Source: an optimization exercise on an open RTL-to-GDS flow (aim: small area, a short achievable clock period and few clock cycles). Production flows keep margins and buffers that such runs may drop.
RTL that was checked went through simulation tests only; none was proved equivalent to the original.

==> inputs of v38 <==
==> flow/design.v <==
package kscs_pkg;
   localparam int MAX_ENTRIES = 32;                         
   localparam int COVER_BITS  = 32;                         
   localparam int POS_W       = $clog2(MAX_ENTRIES);        
   localparam int CNT_W       = $clog2(MAX_ENTRIES + 1);    
   localparam int PROFILE_W   = 32;                         
   localparam int REG_W       = 7;                          
   localparam int CSR_IDX_W   = 2;
   localparam logic [CSR_IDX_W-1:0] REG_SUBSET_SIZE = CSR_IDX_W'(0);
   localparam logic [CSR_IDX_W-1:0] REG_COVER_WIDTH = CSR_IDX_W'(1);
   localparam logic KIND_LOAD   = 1'b0;
   localparam logic KIND_SEARCH = 1'b1;
endpackage
module kscs_cell (
   input  logic [kscs_pkg::COVER_BITS-1:0] word,
   input  logic [kscs_pkg::COVER_BITS-1:0] need,
   output logic                            covers
);
   assign covers = &(word | ~need);
endmodule
module k_subset_cover_search (
   input  logic                              clock,
   input  logic                              reset,
   input  logic                              start,
   output logic                              busy,
   input  logic                              req_kind,
   input  logic                              req_start_new,
   input  logic [kscs_pkg::PROFILE_W-1:0]    req_profile_word,
   output logic                              rsp_strobe,
   output logic                              rsp_found,
   output logic [kscs_pkg::PROFILE_W-1:0]    rsp_chosen_mask,
   input  logic                              csr_we,
   input  logic [kscs_pkg::CSR_IDX_W-1:0]    csr_index,
   input  logic [kscs_pkg::REG_W-1:0]        csr_wdata
);
   localparam int N  = kscs_pkg::MAX_ENTRIES;
   localparam int CB = kscs_pkg::COVER_BITS;
   localparam int CW = kscs_pkg::CNT_W;
   localparam int NR_K = 8;    
   typedef enum logic [3:0] {
      ST_IDLE,
      ST_CHECK,    
      ST_SETX,     
      ST_SETF,     
      ST_ROOT,     
      ST_MDESC,    
      ST_MREPL,    
      ST_MFIX      
   } state_type;
   function automatic logic [N-1:0] prefix_or(input logic [N-1:0] x);
      logic [N-1:0] p;
      p = x;
      for (int l = 1; l < N; l = l * 2) begin
         for (int i = 0; i < N; i++) begin
            if ((i / l) % 2 == 1) p[i] = p[i] | p[(i / l) * l - 1];
         end
      end
      prefix_or = p;
   endfunction
   function automatic logic [N-1:0] suffix_or(input logic [N-1:0] x);
      logic [N-1:0] p;
      p = x;
      for (int l = 1; l < N; l = l * 2) begin
         for (int i = N - 1; i >= 0; i--) begin
            if (((N - 1 - i) / l) % 2 == 1) p[i] = p[i] | p[N - ((N - 1 - i) / l) * l];
         end
      end
      suffix_or = p;
   endfunction
   function automatic logic [N-1:0] lowbit(input logic [N-1:0] x);
      lowbit = x & ~(prefix_or(x) << 1);
   endfunction
   function automatic logic [N-1:0] highbit(input logic [N-1:0] x);
      highbit = x & ~(suffix_or(x) >> 1);
   endfunction
   function automatic logic [N-1:0] below_low(input logic [N-1:0] x);
      below_low = ~prefix_or(x);
   endfunction
   function automatic logic [N-1:0] gt_therm(input logic [kscs_pkg::REG_W-1:0] x);
      logic [N-1:0] oh;
      oh = N'(1) << x[kscs_pkg::POS_W-1:0];
      gt_therm = (|x[kscs_pkg::REG_W-1:kscs_pkg::POS_W]) ? '1 : below_low(oh);
   endfunction
   logic [kscs_pkg::REG_W-1:0] subset_size_ff;
   logic [kscs_pkg::REG_W-1:0] cover_width_ff;
   logic [CW-1:0]              count_ff;
   logic [N-1:0]               valid_ff;     
   logic [CB-1:0]              allor_ff;     
   logic                       f0v_ff;       
   logic [kscs_pkg::POS_W-1:0] f0i_ff;       
   state_type state_ff;
   logic load_accept;
   logic search_accept;
   logic list_full;
   logic list_empty;
   logic [N-1:0] wrow;       
   assign busy          = (state_ff != ST_IDLE);
   assign load_accept   = start & ~busy & (req_kind == kscs_pkg::KIND_LOAD);
   assign search_accept = start & ~busy & (req_kind == kscs_pkg::KIND_SEARCH);
   assign list_full     = valid_ff[N-1];
   assign list_empty    = ~valid_ff[0];
   assign wrow          = req_start_new ? N'(1) : (~valid_ff & {valid_ff[N-2:0], 1'b1});
   always_ff @(posedge clock) begin
      if (reset) begin
         subset_size_ff <= kscs_pkg::REG_W'(1);
         cover_width_ff <= kscs_pkg::REG_W'(64);
         count_ff       <= '0;
         valid_ff       <= '0;
      end else begin
         if (csr_we && csr_index == kscs_pkg::REG_SUBSET_SIZE) subset_size_ff <= csr_wdata;
         if (csr_we && csr_index == kscs_pkg::REG_COVER_WIDTH) cover_width_ff <= csr_wdata;
         if (load_accept) begin
            if (req_start_new) begin
               count_ff <= CW'(1);
               valid_ff <= N'(1);
            end else if (!list_full) begin
               count_ff <= count_ff + 1'b1;
               valid_ff <= {valid_ff[N-2:0], 1'b1};
            end
         end
      end
   end
   always_ff @(posedge clock) begin
      if (load_accept) begin
         if (req_start_new || list_empty) begin
            allor_ff <= req_profile_word[CB-1:0];
            f0v_ff   <= req_profile_word[0];
            f0i_ff   <= '0;
         end else if (!list_full) begin
            allor_ff <= allor_ff | req_profile_word[CB-1:0];
            if (!f0v_ff && req_profile_word[0]) begin
               f0v_ff <= 1'b1;
               f0i_ff <= count_ff[kscs_pkg::POS_W-1:0];
            end
         end
      end
   end
   logic [CB-1:0] mem [N];
   for (genvar gi = 0; gi < N; gi++) begin : g_mem
      always_ff @(posedge clock) begin
         if (load_accept && wrow[gi]) mem[gi] <= req_profile_word[CB-1:0];
      end
   end
   logic [N-1:0] col0;       
   logic [N-1:0] first0;     
   for (genvar gi = 0; gi < N; gi++) begin : g_col0
      assign col0[gi]   = mem[gi][0];
      assign first0[gi] = f0v_ff & (f0i_ff == kscs_pkg::POS_W'(gi));
   end
   logic [CB-1:0]              target_calc;
   logic [N-1:0]               kt_calc;     
   logic [4:1]                 k_ge;        
   logic [N-1:0]               k_all_t;
   logic                       quick_nf;
   assign k_all_t     = gt_therm(subset_size_ff) & gt_therm(cover_width_ff) & valid_ff;
   assign k_ge        = k_all_t[3:0];
   assign kt_calc     = k_all_t >> 1;
   assign target_calc = gt_therm(cover_width_ff);
   assign quick_nf = ~k_ge[1] | ((allor_ff & target_calc) != target_calc);
   logic          k3_ff;       
   logic          kle2_ff;     
   logic [kscs_pkg::REG_W-1:0] w_ff;    
   logic [N-1:0]  remt_ff;     
   logic          nr_ff;       
   logic [N-1:0]  j0n_ff;      
   logic [N-1:0]  a_ff;        
   logic [N-1:0]  s_ff;        
   logic [N-1:0]  nxt_le;      
   logic [N-1:0]  jn_ff;       
   logic          iss_ff;      
   logic [N-1:0]  qp_ff;       
   logic [N-1:0]  ap_ff;       
   logic [CB-1:0] r0_ff;       
   logic [CB-1:0] need_ff;     
   logic [N-1:0]  jf_ff;       
   logic          xv_ff;       
   logic          rsp_strobe_ff;
   logic          rsp_found_ff;
   logic [N-1:0]  rsp_mask_ff;
   logic [CB-1:0] t_dec;
   assign t_dec = gt_therm(w_ff);
   logic [N-1:0]  m_sel;
   logic [CB-1:0] m_out;
   for (genvar gb = 0; gb < CB; gb++) begin : g_mcol
      logic [N-1:0] col;
      for (genvar gi = 0; gi < N; gi++) begin : g_row
         assign col[gi] = mem[gi][gb];
      end
      assign m_out[gb] = |(col & m_sel);
   end
   logic [N-1:0]  p_cov;
   logic [N-1:0]  hits;
   logic          found;
   for (genvar gi = 0; gi < N; gi++) begin : g_cell
      kscs_cell u_cell (
         .word   (mem[gi]),
         .need   (need_ff),
         .covers (p_cov[gi])
      );
   end
   assign hits  = p_cov & ap_ff & ~jf_ff;
   assign found = xv_ff & (|hits);
   logic [CB-1:0] setup_res;
   logic [N-1:0]  qp_low;
   logic [N-1:0]  s_low;
   logic [N-1:0]  j0;          
   logic [N-1:0]  j0n_next;    
   logic [N-1:0]  root_take;
   logic [N-1:0]  nxt_bound;
   logic [N-1:0]  nxt1;        
   logic [N-1:0]  nxt_down;    
   logic [N-1:0]  ge_desc;     
   logic [N-1:0]  ge_repl;     
   logic          mfits;       
   logic          rfits;       
   logic [N-1:0]  mrepl_s;     
   logic [N-1:0]  next_setup;
   logic [N-1:0]  setx_q;      
   logic          mid_full;    
   logic          mid_last;    
   logic          pair_done;   
   logic          last_fail;   
   assign qp_low    = lowbit(qp_ff);
   assign s_low     = lowbit(s_ff);
   assign setup_res = t_dec & ~m_out;
   assign mid_full  = ~remt_ff[1];
   assign mid_last  = remt_ff[1] & ~remt_ff[2];
   assign j0        = highbit(valid_ff & ~a_ff);
   assign root_take = (state_ff == ST_ROOT) ? j0n_ff : jn_ff;
   assign j0n_next  = lowbit(col0 & a_ff & ~root_take);
   always_comb begin
      if (state_ff == ST_MFIX)      nxt_bound = below_low(s_ff);
      else if (state_ff == ST_ROOT) nxt_bound = ~j0n_ff;
      else                          nxt_bound = nxt_le >> 1;
   end
   assign nxt1      = nxt_le & ~(nxt_le >> 1);
   assign nxt_down  = suffix_or(a_ff & nxt_bound);
   assign ge_desc = ~remt_ff;
   assign ge_repl = ~{remt_ff[N-2:0], 1'b1};
   assign mfits     = |(nxt1 & ge_desc);
   assign rfits     = |(nxt1 & ge_repl);
   assign mrepl_s   = (s_ff ^ s_low) | nxt1;
   assign next_setup = k3_ff ? j0n_ff : (j0 | mrepl_s);
   assign setx_q    = p_cov & ap_ff;
   assign pair_done = ~iss_ff;
   assign last_fail = kle2_ff | (k3_ff & (j0n_ff == '0));
   assign m_sel = jn_ff;
   always_ff @(posedge clock) begin
      if (reset) begin
         state_ff      <= ST_IDLE;
         rsp_strobe_ff <= 1'b0;
      end else begin
         rsp_strobe_ff <= 1'b0;
         case (state_ff)
            ST_IDLE: begin
               if (search_accept) begin
                  if (quick_nf)       rsp_strobe_ff <= 1'b1;
                  else if (kt_calc[NR_K-2]) state_ff <= ST_MDESC;
                  else if (k_ge[4])   state_ff <= ST_ROOT;
                  else                state_ff <= ST_CHECK;
               end
            end
            ST_CHECK: begin
               if (found || (pair_done && last_fail)) begin
                  rsp_strobe_ff <= 1'b1;
                  state_ff      <= ST_IDLE;
               end else if (pair_done) begin
                  if (k3_ff)   state_ff <= ST_SETX;
                  else if (!rfits)      state_ff <= ST_MFIX;
                  else                  state_ff <= ST_SETX;
               end
            end
            ST_SETF: state_ff <= ST_SETX;
            ST_SETX: state_ff <= ST_CHECK;
            ST_ROOT: begin
               if (j0n_ff == '0 || nr_ff) begin
                  rsp_strobe_ff <= 1'b1;
                  state_ff      <= ST_IDLE;
               end else begin
                  state_ff <= ST_MDESC;
               end
            end
            ST_MDESC: begin
               if (!mfits)        state_ff <= ST_MREPL;
               else if (mid_last) state_ff <= ST_SETF;
            end
            ST_MREPL: begin
               if (s_ff == '0)    state_ff <= ST_ROOT;
               else if (!rfits)   state_ff <= ST_MFIX;
               else if (mid_full) state_ff <= ST_SETF;
               else               state_ff <= ST_MDESC;
            end
            ST_MFIX: state_ff <= ST_MREPL;
            default: state_ff <= ST_IDLE;
         endcase
      end
   end
   always_ff @(posedge clock) begin
      case (state_ff)
         ST_IDLE: begin
            rsp_found_ff <= 1'b0;
            rsp_mask_ff  <= '0;
         end
         ST_CHECK: begin
            rsp_found_ff <= found;
            rsp_mask_ff  <= lowbit(hits) |
                            ((jf_ff | j0 | s_ff) & {N{found | ~(pair_done & last_fail)}});
         end
         ST_ROOT: begin
            rsp_found_ff <= 1'b0;
            rsp_mask_ff  <= '0;
         end
         default: ;
      endcase
   end
   always_ff @(posedge clock) begin
      case (state_ff)
         ST_IDLE: begin
            k3_ff   <= k_ge[3] & ~k_ge[4];
            kle2_ff <= ~k_ge[3];
            w_ff    <= cover_width_ff;
            s_ff    <= '0;
            nr_ff   <= kt_calc[NR_K-2];
            remt_ff <= kt_calc[NR_K-2] ? kt_calc : (kt_calc >> 1);
            xv_ff   <= ~k_ge[2];
            jf_ff   <= '0;
            if (!k_ge[2]) begin
               need_ff <= target_calc;
               iss_ff  <= 1'b0;
               a_ff    <= valid_ff;
               ap_ff   <= valid_ff;
            end else if (!k_ge[3]) begin
               r0_ff   <= target_calc;
               jn_ff   <= first0;
               qp_ff   <= col0 & valid_ff & ~first0;
               iss_ff  <= 1'b1;
               a_ff    <= valid_ff;
               ap_ff   <= valid_ff;
            end else begin
               a_ff    <= valid_ff;
               j0n_ff  <= first0;
               jn_ff   <= first0;
               iss_ff  <= 1'b0;
               nxt_le  <= valid_ff;
            end
         end
         ST_CHECK: begin
            if (!pair_done) begin
               need_ff <= r0_ff & ~m_out;
               jf_ff   <= jn_ff;
               jn_ff   <= (qp_ff == '0) ? next_setup : qp_low;
               iss_ff  <= (qp_ff != '0);
               qp_ff   <= qp_ff ^ qp_low;
               xv_ff   <= 1'b1;
            end else begin
               xv_ff <= 1'b0;
               jf_ff <= '0;
               if (k3_ff) begin
                  a_ff    <= a_ff & ~jn_ff;
                  ap_ff   <= a_ff & ~jn_ff;
                  j0n_ff  <= j0n_next;
                  r0_ff   <= setup_res;
                  need_ff <= lowbit(setup_res);
               end else if (rfits) begin
                  s_ff    <= mrepl_s;
                  nxt_le  <= nxt_down;
                  ap_ff   <= a_ff & (nxt_le >> 1);
                  r0_ff   <= setup_res;
                  need_ff <= lowbit(setup_res);
               end else begin
                  s_ff   <= s_ff ^ s_low;
                  remt_ff <= {remt_ff[N-2:0], 1'b1};
               end
            end
         end
         ST_SETF: begin
            r0_ff   <= setup_res;
            need_ff <= lowbit(setup_res);
            ap_ff   <= a_ff & below_low(s_ff);
            jf_ff   <= '0;
            xv_ff   <= 1'b0;
         end
         ST_SETX: begin
            jn_ff  <= (setx_q == '0) ? next_setup : lowbit(setx_q);
            iss_ff <= (setx_q != '0);
            qp_ff  <= setx_q & ~lowbit(setx_q);
         end
         ST_ROOT: begin
            a_ff   <= a_ff & ~j0n_ff;
            j0n_ff <= j0n_next;
            s_ff   <= '0;
            nxt_le <= nxt_down;
         end
         ST_MDESC: begin
            if (mfits) begin
               s_ff   <= s_ff | nxt1;
               nxt_le <= nxt_down;
               jn_ff  <= j0 | s_ff | nxt1;
               remt_ff <= remt_ff >> 1;
            end
         end
         ST_MREPL: begin
            if (rfits) begin
               s_ff   <= mrepl_s;
               nxt_le <= nxt_down;
               jn_ff  <= j0 | mrepl_s;
            end else begin
               s_ff   <= s_ff ^ s_low;
               remt_ff <= {remt_ff[N-2:0], 1'b1};
            end
         end
         ST_MFIX: begin
            nxt_le <= nxt_down;
         end
         default: ;
      endcase
   end
   assign rsp_strobe      = rsp_strobe_ff;
   assign rsp_found       = rsp_found_ff;
   assign rsp_chosen_mask = kscs_pkg::PROFILE_W'(rsp_mask_ff);
endmodule
==> flow/run.sh <==
#!/bin/bash
# synth_recipe.tcl (not shown) runs the flow's synth.tcl, then flattens the netlist and writes it again
# the make line also repeats each setting of config.mk as NAME=value (left out here)
make -C /OpenROAD-flow-scripts/flow DESIGN_CONFIG=/design/flow/config.mk WORK_HOME=/design/flow/orfs CLKGATE_MAP_FILE= SYNTH_SCRIPT=/design/flow/synth_recipe.tcl finish
==> flow/config.mk <==
export PLATFORM = sky130hd
export DESIGN_NAME = k_subset_cover_search
export DESIGN_NICKNAME = k_subset_cover_search
export VERILOG_FILES = /design/flow/design.v
export SDC_FILE = /design/flow/constraint.sdc
export NUM_CORES = 4
export LEC_CHECK = 0
export CAP_MARGIN = 20
export CORE_MARGIN = 2
export CORE_UTILIZATION = 25
export SETUP_SLACK_MARGIN = 2.25
export SLEW_MARGIN = 20
==> flow/constraint.sdc <==
create_clock -name core_clock -period 6.5 [get_ports {clock}]
set_input_delay 1.3000 -clock core_clock [delete_from_list [all_inputs] [get_ports {clock}]]
set_output_delay 1.3000 -clock core_clock [all_outputs]
set_load 0.01 [all_outputs]
==> v34 (differences from v38) <==
--- a/flow/design.v
+++ b/flow/design.v
@@ -78,7 +78,2 @@
    endfunction
-   function automatic logic [N-1:0] gt_therm(input logic [kscs_pkg::REG_W-1:0] x);
-      logic [N-1:0] oh;
-      oh = N'(1) << x[kscs_pkg::POS_W-1:0];
-      gt_therm = (|x[kscs_pkg::REG_W-1:kscs_pkg::POS_W]) ? '1 : below_low(oh);
-   endfunction
    logic [kscs_pkg::REG_W-1:0] subset_size_ff;
@@ -149,16 +144,24 @@
    end
+   logic [kscs_pkg::REG_W-1:0] w_calc;
+   logic [kscs_pkg::REG_W-1:0] k_sw;
+   logic [kscs_pkg::REG_W-1:0] k_all;
+   logic [CW-1:0]              k_calc;
    logic [CB-1:0]              target_calc;
-   logic [N-1:0]               kt_calc;     
    logic [4:1]                 k_ge;        
-   logic [N-1:0]               k_all_t;
    logic                       quick_nf;
-   assign k_all_t     = gt_therm(subset_size_ff) & gt_therm(cover_width_ff) & valid_ff;
-   assign k_ge        = k_all_t[3:0];
-   assign kt_calc     = k_all_t >> 1;
-   assign target_calc = gt_therm(cover_width_ff);
+   assign w_calc = (cover_width_ff > kscs_pkg::REG_W'(CB)) ? kscs_pkg::REG_W'(CB) : cover_width_ff;
+   assign k_sw   = (subset_size_ff < w_calc) ? subset_size_ff : w_calc;
+   assign k_all  = (k_sw < kscs_pkg::REG_W'(count_ff)) ? k_sw : kscs_pkg::REG_W'(count_ff);
+   assign k_calc = k_all[CW-1:0];
+   for (genvar gj = 1; gj <= 4; gj++) begin : g_kge
+      assign k_ge[gj] = (subset_size_ff >= kscs_pkg::REG_W'(gj)) &
+                        (cover_width_ff >= kscs_pkg::REG_W'(gj)) & valid_ff[gj-1];
+   end
+   for (genvar gi = 0; gi < CB; gi++) begin : g_target
+      assign target_calc[gi] = (cover_width_ff > kscs_pkg::REG_W'(gi));
+   end
    assign quick_nf = ~k_ge[1] | ((allor_ff & target_calc) != target_calc);
-   logic          k3_ff;       
-   logic          kle2_ff;     
+   logic [CW-1:0] k_ff;
    logic [kscs_pkg::REG_W-1:0] w_ff;    
-   logic [N-1:0]  remt_ff;     
+   logic [CW-1:0] rem_ff;      
    logic          nr_ff;       
@@ -180,3 +183,5 @@
    logic [CB-1:0] t_dec;
-   assign t_dec = gt_therm(w_ff);
+   for (genvar gi = 0; gi < CB; gi++) begin : g_tdec
+      assign t_dec[gi] = (w_ff > kscs_pkg::REG_W'(gi));
+   end
    logic [N-1:0]  m_sel;
@@ -216,4 +221,4 @@
    logic [N-1:0]  mrepl_s;     
-   logic [N-1:0]  next_setup;
    logic [N-1:0]  setx_q;      
+   logic [CW-1:0] rm;          
    logic          mid_full;    
@@ -225,4 +230,5 @@
    assign setup_res = t_dec & ~m_out;
-   assign mid_full  = ~remt_ff[1];
-   assign mid_last  = remt_ff[1] & ~remt_ff[2];
+   assign rm        = nr_ff ? (k_ff - CW'(2)) : (k_ff - CW'(3));
+   assign mid_full  = (rem_ff == '0);
+   assign mid_last  = (rem_ff == CW'(1));
    assign j0        = highbit(valid_ff & ~a_ff);
@@ -237,4 +243,6 @@
    assign nxt_down  = suffix_or(a_ff & nxt_bound);
-   assign ge_desc = ~remt_ff;
-   assign ge_repl = ~{remt_ff[N-2:0], 1'b1};
+   for (genvar gi = 0; gi < N; gi++) begin : g_ge
+      assign ge_desc[gi] = (CW'(gi) > rem_ff);
+      assign ge_repl[gi] = (CW'(gi) > rem_ff + 1'b1);
+   end
    assign mfits     = |(nxt1 & ge_desc);
@@ -242,6 +250,5 @@
    assign mrepl_s   = (s_ff ^ s_low) | nxt1;
-   assign next_setup = k3_ff ? j0n_ff : (j0 | mrepl_s);
    assign setx_q    = p_cov & ap_ff;
    assign pair_done = ~iss_ff;
-   assign last_fail = kle2_ff | (k3_ff & (j0n_ff == '0));
+   assign last_fail = (k_ff <= CW'(2)) | ((k_ff == CW'(3)) & (j0n_ff == '0));
    assign m_sel = jn_ff;
@@ -257,3 +264,3 @@
                   if (quick_nf)       rsp_strobe_ff <= 1'b1;
-                  else if (kt_calc[NR_K-2]) state_ff <= ST_MDESC;
+                  else if (k_calc >= CW'(NR_K)) state_ff <= ST_MDESC;
                   else if (k_ge[4])   state_ff <= ST_ROOT;
@@ -267,5 +274,6 @@
                end else if (pair_done) begin
-                  if (k3_ff)   state_ff <= ST_SETX;
+                  if (k_ff == CW'(3))   state_ff <= ST_SETX;
                   else if (!rfits)      state_ff <= ST_MFIX;
-                  else                  state_ff <= ST_SETX;
+                  else if (mid_full)    state_ff <= ST_SETF;
+                  else                  state_ff <= ST_MDESC;
                end
@@ -318,8 +326,7 @@
          ST_IDLE: begin
-            k3_ff   <= k_ge[3] & ~k_ge[4];
-            kle2_ff <= ~k_ge[3];
+            k_ff    <= k_calc;
             w_ff    <= cover_width_ff;
             s_ff    <= '0;
-            nr_ff   <= kt_calc[NR_K-2];
-            remt_ff <= kt_calc[NR_K-2] ? kt_calc : (kt_calc >> 1);
+            nr_ff   <= (k_calc >= CW'(NR_K));
+            rem_ff  <= k_calc - CW'(2);
             xv_ff   <= ~k_ge[2];
@@ -350,3 +357,3 @@
                jf_ff   <= jn_ff;
-               jn_ff   <= (qp_ff == '0) ? next_setup : qp_low;
+               jn_ff   <= (qp_ff == '0) ? j0n_ff : qp_low;
                iss_ff  <= (qp_ff != '0);
@@ -357,3 +364,3 @@
                jf_ff <= '0;
-               if (k3_ff) begin
+               if (k_ff == CW'(3)) begin
                   a_ff    <= a_ff & ~jn_ff;
@@ -364,10 +371,8 @@
                end else if (rfits) begin
-                  s_ff    <= mrepl_s;
-                  nxt_le  <= nxt_down;
-                  ap_ff   <= a_ff & (nxt_le >> 1);
-                  r0_ff   <= setup_res;
-                  need_ff <= lowbit(setup_res);
+                  s_ff   <= mrepl_s;
+                  nxt_le <= nxt_down;
+                  jn_ff  <= j0 | mrepl_s;
                end else begin
                   s_ff   <= s_ff ^ s_low;
-                  remt_ff <= {remt_ff[N-2:0], 1'b1};
+                  rem_ff <= rem_ff + 1'b1;
                end
@@ -383,3 +388,3 @@
          ST_SETX: begin
-            jn_ff  <= (setx_q == '0) ? next_setup : lowbit(setx_q);
+            jn_ff  <= (setx_q == '0) ? j0n_ff : lowbit(setx_q);
             iss_ff <= (setx_q != '0);
@@ -392,2 +397,3 @@
             nxt_le <= nxt_down;
+            rem_ff <= rm;
          end
@@ -398,3 +404,3 @@
                jn_ff  <= j0 | s_ff | nxt1;
-               remt_ff <= remt_ff >> 1;
+               rem_ff <= rem_ff - 1'b1;
             end
@@ -408,3 +414,3 @@
                s_ff   <= s_ff ^ s_low;
-               remt_ff <= {remt_ff[N-2:0], 1'b1};
+               rem_ff <= rem_ff + 1'b1;
             end
SETUP_SLACK_MARGIN = default   (was 2.25)
==> run notes <==
- In the synthesized netlist, mux cells make up less than 1% of the area.
- In the final layout, multi-input gates take up 30.46% of the cell area.
- The met1 global-route usage is 53.59%.
- Buffers outside the clock tree occupy under 10% of the routed design's cell area.
- The peak supply drop is about 0.00032 V.
- The final critical path time including I/O delays and setup is just under 6 ns.
- The run finished with no timing, DRC or antenna violations.
-- figures above: v34

==> run notes <==
- The area fraction in compound gates after synthesis is 16.68%.
- In the synthesized netlist, mux cells make up less than 1% of the area.
- The relative area of non-clock buffer cells in the final design is a little under 8%.
- The peak supply drop is about 0.00021 V.
- Global routing used 58.87% of the available met1 tracks.
- The number of multi-input logic gates is between 4000 and 5000.
- The routed design could run at a clock period as short as approximately 4.5 ns.
- The multi-input gate share of total cell area is about a third.
- The flow ran to the end and the layout has no timing, DRC or antenna violations.
- The clock net in this run drives a total of about 1500 sinks.
-- figures above: v38

Testbench counts of v38, summed over its fixed seeds: cycles 28,691.
Only the layout flow was run in v34; the RTL was not checked for function there.

port drivers added, routing unchanged:
In the flow no input, the clock included, has a driving cell. The finished layouts below were timed again as built, in two steps.
Step 1 sets driving cells, clkbuf_16 on the clock port and buf_2 on the other inputs (assumed; they add their load-dependent delay and slew).
Step 2 also shifts input and output timing later by t, the mid clock arrival at the registers, as if the neighbouring blocks saw the same clock.
Slacks: no drivers / after step 1 / after step 2; pairs: no drivers / after step 1.
run	t (ns)	setup WS [ns]	latest minus earliest clock arrival (ns)
v38	1.044	2.012 / 2.012 / 1.746	0.083 / 0.082
v34	1.007	0.668 / 0.668 / 0.668	0.067 / 0.067
After both steps every run listed still meets setup and hold. For v38, which loses most, drivers alone change the setup slack by 0.000 ns; drivers and shift together by -0.266 ns.
